Background: an optimization exercise with open tools, aiming at small area, a short achievable clock period and few clock cycles. Do not read the settings as production practice. Function was checked by simulation only, so behaviour that the tests miss may differ from the original. No activity file was given, so power comes from the tool's default toggle rates.

== v12 ==
Design clock_synth_register_planner_top, start of the top module:
module clock_synth_register_planner_top (
	input  logic                        clk,
	input  logic                        arst_n,
	input  logic                        req_valid,
	output logic                        req_ready,
	input  logic [csrp_pkg::CLK_W-1:0]  req_clock_index,
	input  logic [csrp_pkg::FREQ_W-1:0] req_out_frequency,
	output logic                        wr_valid,
	input  logic                        wr_ready,
	output logic [7:0]                  wr_reg_address,
	output logic [7:0]                  wr_reg_value,
	output logic                        wr_final_write,
	input  logic                        xtal_we,
	input  logic [csrp_pkg::XTAL_W-1:0] xtal_data
);
	logic [XTAL_W-1:0] xtal_q;
	logic [XTAL_W-1:0] xtal_cl;
	logic [XTAL_W-1:0] xtal_n;
	logic              plan_valid;
	logic              plan_ready;
	logic [25:0]       plan_r;
	logic [12:0]       plan_s;
	logic [9:0]        plan_m;
	logic [1:0]        plan_c;
	always_comb begin
		xtal_cl = xtal_q;
		if (xtal_q < XTAL_MIN) xtal_cl = XTAL_MIN;
		if (xtal_q > XTAL_MAX) xtal_cl = XTAL_MAX;
	end
	always_ff @(posedge clk or negedge arst_n) begin
		if (!arst_n) begin
			xtal_q <= XTAL_RESET;
		end else if (xtal_we) begin
			xtal_q <= xtal_data;
		end
	end
	always_ff @(posedge clk) begin
		xtal_n <= ~xtal_cl;
	end
	csrp_divpipe u_divpipe (
		.clk       (clk),
		.arst_n    (arst_n),
		.in_valid  (req_valid),
		.in_ready  (req_ready),
		.in_clk    (req_clock_index),
		.in_f      (req_out_frequency),
		.xtn       (xtal_n),
		.out_valid (plan_valid),
		.out_ready (plan_ready),
		.out_r     (plan_r),
		.out_s     (plan_s),
		.out_m     (plan_m),
		.out_c     (plan_c)
	);
	csrp_serializer u_serializer (
		.clk            (clk),
		.arst_n         (arst_n),
		.in_valid       (plan_valid),
		.in_ready       (plan_ready),
		.xtn            (xtal_n),
		.in_r           (plan_r),
		.in_s           (plan_s),
		.in_m           (plan_m),
		.in_c           (plan_c),
		.wr_valid       (wr_valid),
		.wr_ready       (wr_ready),
  ...
==> flow/config.mk <==
export PLATFORM = sky130hd
export DESIGN_NAME = clock_synth_register_planner_top
export DESIGN_NICKNAME = clock_synth_register_planner_top
export VERILOG_FILES = /design/flow/design.v
export SDC_FILE = /design/flow/constraint.sdc
export NUM_CORES = 4
export LEC_CHECK = 0
export CAP_MARGIN = 20
export CORE_MARGIN = 2
export CORE_UTILIZATION = 60
export CTS_CLUSTER_DIAMETER = 90
export CTS_CLUSTER_SIZE = 22
export PLACE_DENSITY = 0.72
export SETUP_SLACK_MARGIN = 3.8
export SLEW_MARGIN = 20
==> flow/constraint.sdc <==
create_clock -name core_clock -period 7.0 [get_ports {clk}]
set_input_delay 1.4000 -clock core_clock [delete_from_list [all_inputs] [get_ports {clk}]]
set_output_delay 1.4000 -clock core_clock [all_outputs]
set_load 0.01 [all_outputs]
standard.sh (not shown) runs the stock make flow with config.mk's settings and CLKGATE_MAP_FILE= SYNTH_SCRIPT=/design/flow/synth_recipe.tcl, a recipe that flattens the netlist after the stock synthesis.
==> flow/flow/run.sh <==
#!/bin/bash
# The standard layout, with the port buffers placed as buf_2 cells (the
# default pick is the larger, slower clkdlybuf4s50_1). Each tool's output
# goes to standard.log in the run folder (ORFS keeps per-step logs too).
set -euo pipefail
export BUFFER_PORTS_ARGS="-buffer_cell sky130_fd_sc_hd__buf_2"
bash standard.sh > standard.log 2>&1
Testbench counts of v12, summed over its fixed seeds: cycles 8,984.
Edits applied to the flow inputs when going from v12 to v4:
# v12
export LEC_CHECK = 0
export CAP_MARGIN = 20
export CORE_MARGIN = 2
export CORE_UTILIZATION = 60
export CTS_CLUSTER_DIAMETER = 90
export CTS_CLUSTER_SIZE = 22
export PLACE_DENSITY = 0.72
export SETUP_SLACK_MARGIN = 3.8
export SLEW_MARGIN = 20
create_clock -name core_clock -period 7.0 [get_ports {clk}]
# v4
export LEC_CHECK = 0
export CAP_MARGIN = 20
export CORE_MARGIN = 2
export CORE_UTILIZATION = 66
export CTS_CLUSTER_DIAMETER = 90
export CTS_CLUSTER_SIZE = 22
export PLACE_DENSITY = 0.78
export SETUP_SLACK_MARGIN = 3.9
export SLEW_MARGIN = 20
create_clock -name core_clock -period 7.0 [get_ports {clk}]
Notes after the runs:
v4 -> v12: instance count along the most critical hold path delta 0, exact match
Re count of plain and timing-repair buffers: v4 is 7 up on v12.
Delta (v4 minus v12): post-route worst hold slack was more or less identical; global-route wire length before repair went down about 1.3%.
The total internal power reported for v4 is greater than that of v12 by 1.6%.
Cmp v12 and v4 / post-cts gate resize count / lower: v12
Edits applied to the flow inputs when going from v4 to v22:
# v4
export LEC_CHECK = 0
export CAP_MARGIN = 20
export CORE_MARGIN = 2
export CORE_UTILIZATION = 66
export CTS_CLUSTER_DIAMETER = 90
export CTS_CLUSTER_SIZE = 22
export PLACE_DENSITY = 0.78
export SETUP_SLACK_MARGIN = 3.9
export SLEW_MARGIN = 20
create_clock -name core_clock -period 7.0 [get_ports {clk}]
# v22
export LEC_CHECK = 0
export CAP_MARGIN = 20
export CORE_MARGIN = 2
export CORE_UTILIZATION = 60
export CTS_CLUSTER_DIAMETER = 90
export CTS_CLUSTER_SIZE = 22
export PLACE_DENSITY = 0.72
export SETUP_SLACK_MARGIN = 4.0
export SLEW_MARGIN = 20
create_clock -name core_clock -period 7.0 [get_ports {clk}]
==> flow/run.sh (new file) <==
#!/bin/bash
# synth_recipe.tcl (not shown) runs the flow's synth.tcl, then flattens the netlist and writes it again
# the make line also repeats each setting of config.mk as NAME=value (left out here)
make -C /OpenROAD-flow-scripts/flow DESIGN_CONFIG=/design/flow/config.mk WORK_HOME=/design/flow/orfs CLKGATE_MAP_FILE= SYNTH_SCRIPT=/design/flow/synth_recipe.tcl finish
removed: flow/flow/run.sh
removed: flow/standard.sh
==> comparison <==
Non-clock buffer share of cell area: v22 vs v4 up 3.3 points. Looking at wire length of the first global-routing pass, v22 sits 4.1% above v4. There was hardly any difference in fraction of layout cells with a size suffix above 1 between v22 and v4. Power density relative to cell area delta for v22 relative to v4: 0.64% higher. | headroom to the max-slew limit | v4 vs v22 | ≈ equal |. The delay of the slowest cell on the worst path was comparable across v4 and v22. v4 and v22 all finish clean. Compared with v4, v22 shows area growth from synthesis to layout higher by 6.6 points. The pre-CTS setup slack of v22 is higher than that of v4. Compared with v4, v22 improves shortest period the worst path allows. Between v4 and v22, setup slack is higher for v22, v4 comes in under that. Routed length on met1 (v22 vs. v4) increases by a little under 10%.
--- input diff v22..v24 ---
==> flow/flow/run.sh (new file) <==
#!/bin/bash
# The standard layout, with the port buffers placed as buf_2 cells (the
# default pick is the larger, slower clkdlybuf4s50_1). Each tool's output
# goes to standard.log in the run folder (ORFS keeps per-step logs too).
set -euo pipefail
export BUFFER_PORTS_ARGS="-buffer_cell sky130_fd_sc_hd__buf_2"
bash standard.sh > standard.log 2>&1
==> flow/standard.sh (new file) <==
#!/bin/bash
# synth_recipe.tcl (not shown) runs the flow's synth.tcl, then flattens the netlist and writes it again
# the make line also repeats each setting of config.mk as NAME=value (left out here)
make -C /OpenROAD-flow-scripts/flow DESIGN_CONFIG=/design/flow/config.mk WORK_HOME=/design/flow/orfs CLKGATE_MAP_FILE= SYNTH_SCRIPT=/design/flow/synth_recipe.tcl "${@:-finish}"
removed: flow/run.sh
## What came out
Setup slack: v24 more than v22. Note that the starting DRC count in detailed routing recorded for v24 amounts to 1.2 times the value seen in v22. Against v22, v24 reports a sequential share of layout area that is higher.


run A:
Starting RTL as in the previous note.
clock: 7.0 ns
lec_check: 0
cap_margin: 20
core_margin: 2
core_utilization: 60
cts_cluster_diameter: 90
cts_cluster_size: 22
place_density: 0.72
setup_slack_margin: 3.9
slew_margin: 20
==> flow/flow/run.sh <==
#!/bin/bash
# The standard layout, with the port buffers placed as buf_2 cells (the
# default pick is the larger, slower clkdlybuf4s50_1). Each tool's output
# goes to standard.log in the run folder (ORFS keeps per-step logs too).
set -euo pipefail
export BUFFER_PORTS_ARGS="-buffer_cell sky130_fd_sc_hd__buf_2"
bash standard.sh > standard.log 2>&1
Run A: flow completed, timing, DRC and antenna clean
Testbench counts of run A, summed over its fixed seeds: cycles 8,984.
Edits applied to the flow inputs when going from run A to run B:
# run A
export LEC_CHECK = 0
export CAP_MARGIN = 20
export CORE_MARGIN = 2
export CORE_UTILIZATION = 60
export CTS_CLUSTER_DIAMETER = 90
export CTS_CLUSTER_SIZE = 22
export PLACE_DENSITY = 0.72
export SETUP_SLACK_MARGIN = 3.9
export SLEW_MARGIN = 20
create_clock -name core_clock -period 7.0 [get_ports {clk}]
# run B
export LEC_CHECK = 0
export CAP_MARGIN = 20
export CORE_MARGIN = 2
export CORE_UTILIZATION = 60
export CTS_CLUSTER_DIAMETER = 90
export CTS_CLUSTER_SIZE = 22
export PLACE_DENSITY = 0.72
export SETUP_SLACK_MARGIN = 3.95
export SLEW_MARGIN = 20
create_clock -name core_clock -period 7.0 [get_ports {clk}]
## What came out
- Re highest clock frequency the design can meet: run B and run A aren't equal, and the lower value belongs to run A.
- For the global-route usage, run B came in 0.25 points higher than run A did.
- NOTE: share of the core filled with cells in run B exceeds that of run A
- Run A -> run B: clock buffer count in the final layout delta 0, exact match
- u_divpipe.a_e[9] as the capture point of the critical path was reported by run A, and u_serializer.ql_q[6] by run B.
- Status: clock input transition at the sequential cells of the worst setup and hold paths parity (run A, run B)
- Run B gives more combinational power share than run A did.
- Run B against run A: combined flip-flop and latch cell area shows no meaningful change; final worst-path setup slack shows an increase of 0.022 ns.
[inputs] run C vs run B
# run B
export LEC_CHECK = 0
export CAP_MARGIN = 20
export CORE_MARGIN = 2
export CORE_UTILIZATION = 60
export CTS_CLUSTER_DIAMETER = 90
export CTS_CLUSTER_SIZE = 22
export PLACE_DENSITY = 0.72
export SETUP_SLACK_MARGIN = 3.95
export SLEW_MARGIN = 20
create_clock -name core_clock -period 7.0 [get_ports {clk}]
# run C
export LEC_CHECK = 0
export CAP_MARGIN = 20
export CORE_MARGIN = 2
export CORE_UTILIZATION = 60
export CTS_CLUSTER_DIAMETER = 90
export CTS_CLUSTER_SIZE = 22
export PLACE_DENSITY = 0.72
export SETUP_SLACK_MARGIN = 4.2
export SLEW_MARGIN = 20
create_clock -name core_clock -period 7.0 [get_ports {clk}]
==> results.txt <==
[compare] base=run B new=run C: global-route usage went up, largest net degree at the start of global routing fell about 5%, synthesis-to-layout area growth increased by 9.6 points relative to the old numbers. Against run B as the reference, run C delivers a higher average wire length per cell after detail routing. Both conditions hold for run B: the flow ran to the end and the final layout passed the timing, DRC and antenna checks. Run C finished every stage and its layout cleared the timing, DRC and antenna checks.
Here is what was changed in the inputs of run D compared with run C.
# run C
export LEC_CHECK = 0
export CAP_MARGIN = 20
export CORE_MARGIN = 2
export CORE_UTILIZATION = 60
export CTS_CLUSTER_DIAMETER = 90
export CTS_CLUSTER_SIZE = 22
export PLACE_DENSITY = 0.72
export SETUP_SLACK_MARGIN = 4.2
export SLEW_MARGIN = 20
create_clock -name core_clock -period 7.0 [get_ports {clk}]
# run D
export LEC_CHECK = 0
export CAP_MARGIN = 20
export CORE_MARGIN = 2
export CORE_UTILIZATION = 60
export CTS_CLUSTER_DIAMETER = 100
export CTS_CLUSTER_SIZE = 26
export PLACE_DENSITY = 0.72
export SETUP_SLACK_MARGIN = 4.0
export SLEW_MARGIN = 20
create_clock -name core_clock -period 7.0 [get_ports {clk}]
## What came out
The cell count after placement was comparable across run C and run D. Against run C as the reference, run D delivers a higher met1 capacity usage during global routing. Of run D and run C, it is run D that has the higher non-clock inverter instance count of the final layout.

## separate check: timing with driven ports
Ports are ideal in the flow. The routed layouts listed here were re-timed in OpenROAD.
Step 1, drivers: a clkbuf_16 drives clk and a buf_2 each remaining input, both assumed.
Step 2 adds t to the input delays and takes it off the output delays; t is the mean of the earliest and latest rising clock arrival at the registers after step 1. Input paths then give back, and output paths get back, about the clock's delay inside the block.
Three values: ideal ports, drivers, drivers and shift; two values: the first two.
run | t (ns) | setup slack, ns | slew at the worst register clock pin (ns) | worst slew at a driven data input, ns | cell pins on the clock port's net
v12 | 0.550 | 3.913 / 3.864 / 3.950 | 0.10 / 0.10 | 0.03 | 1
v4 | 0.547 | 3.994 / 3.994 / 3.994 | 0.10 / 0.10 | 0.03 | 1
v22 | 0.561 | 4.016 / 4.016 / 4.016 | 0.10 / 0.10 | 0.04 | 1
v24 | 0.556 | 4.039 / 4.039 / 4.039 | 0.10 / 0.10 | 0.03 | 1
run A | 0.551 | 4.002 / 4.002 / 4.002 | 0.10 / 0.10 | 0.03 | 1
run B | 0.550 | 4.024 / 4.009 / 4.024 | 0.10 / 0.10 | 0.03 | 1
run C | 0.552 | 4.010 / 4.010 / 4.010 | 0.10 / 0.10 | 0.03 | 1
run D | 0.554 | 3.982 / 3.982 / 3.982 | 0.12 / 0.12 | 0.03 | 1
After both steps setup and hold are still met in every run listed.
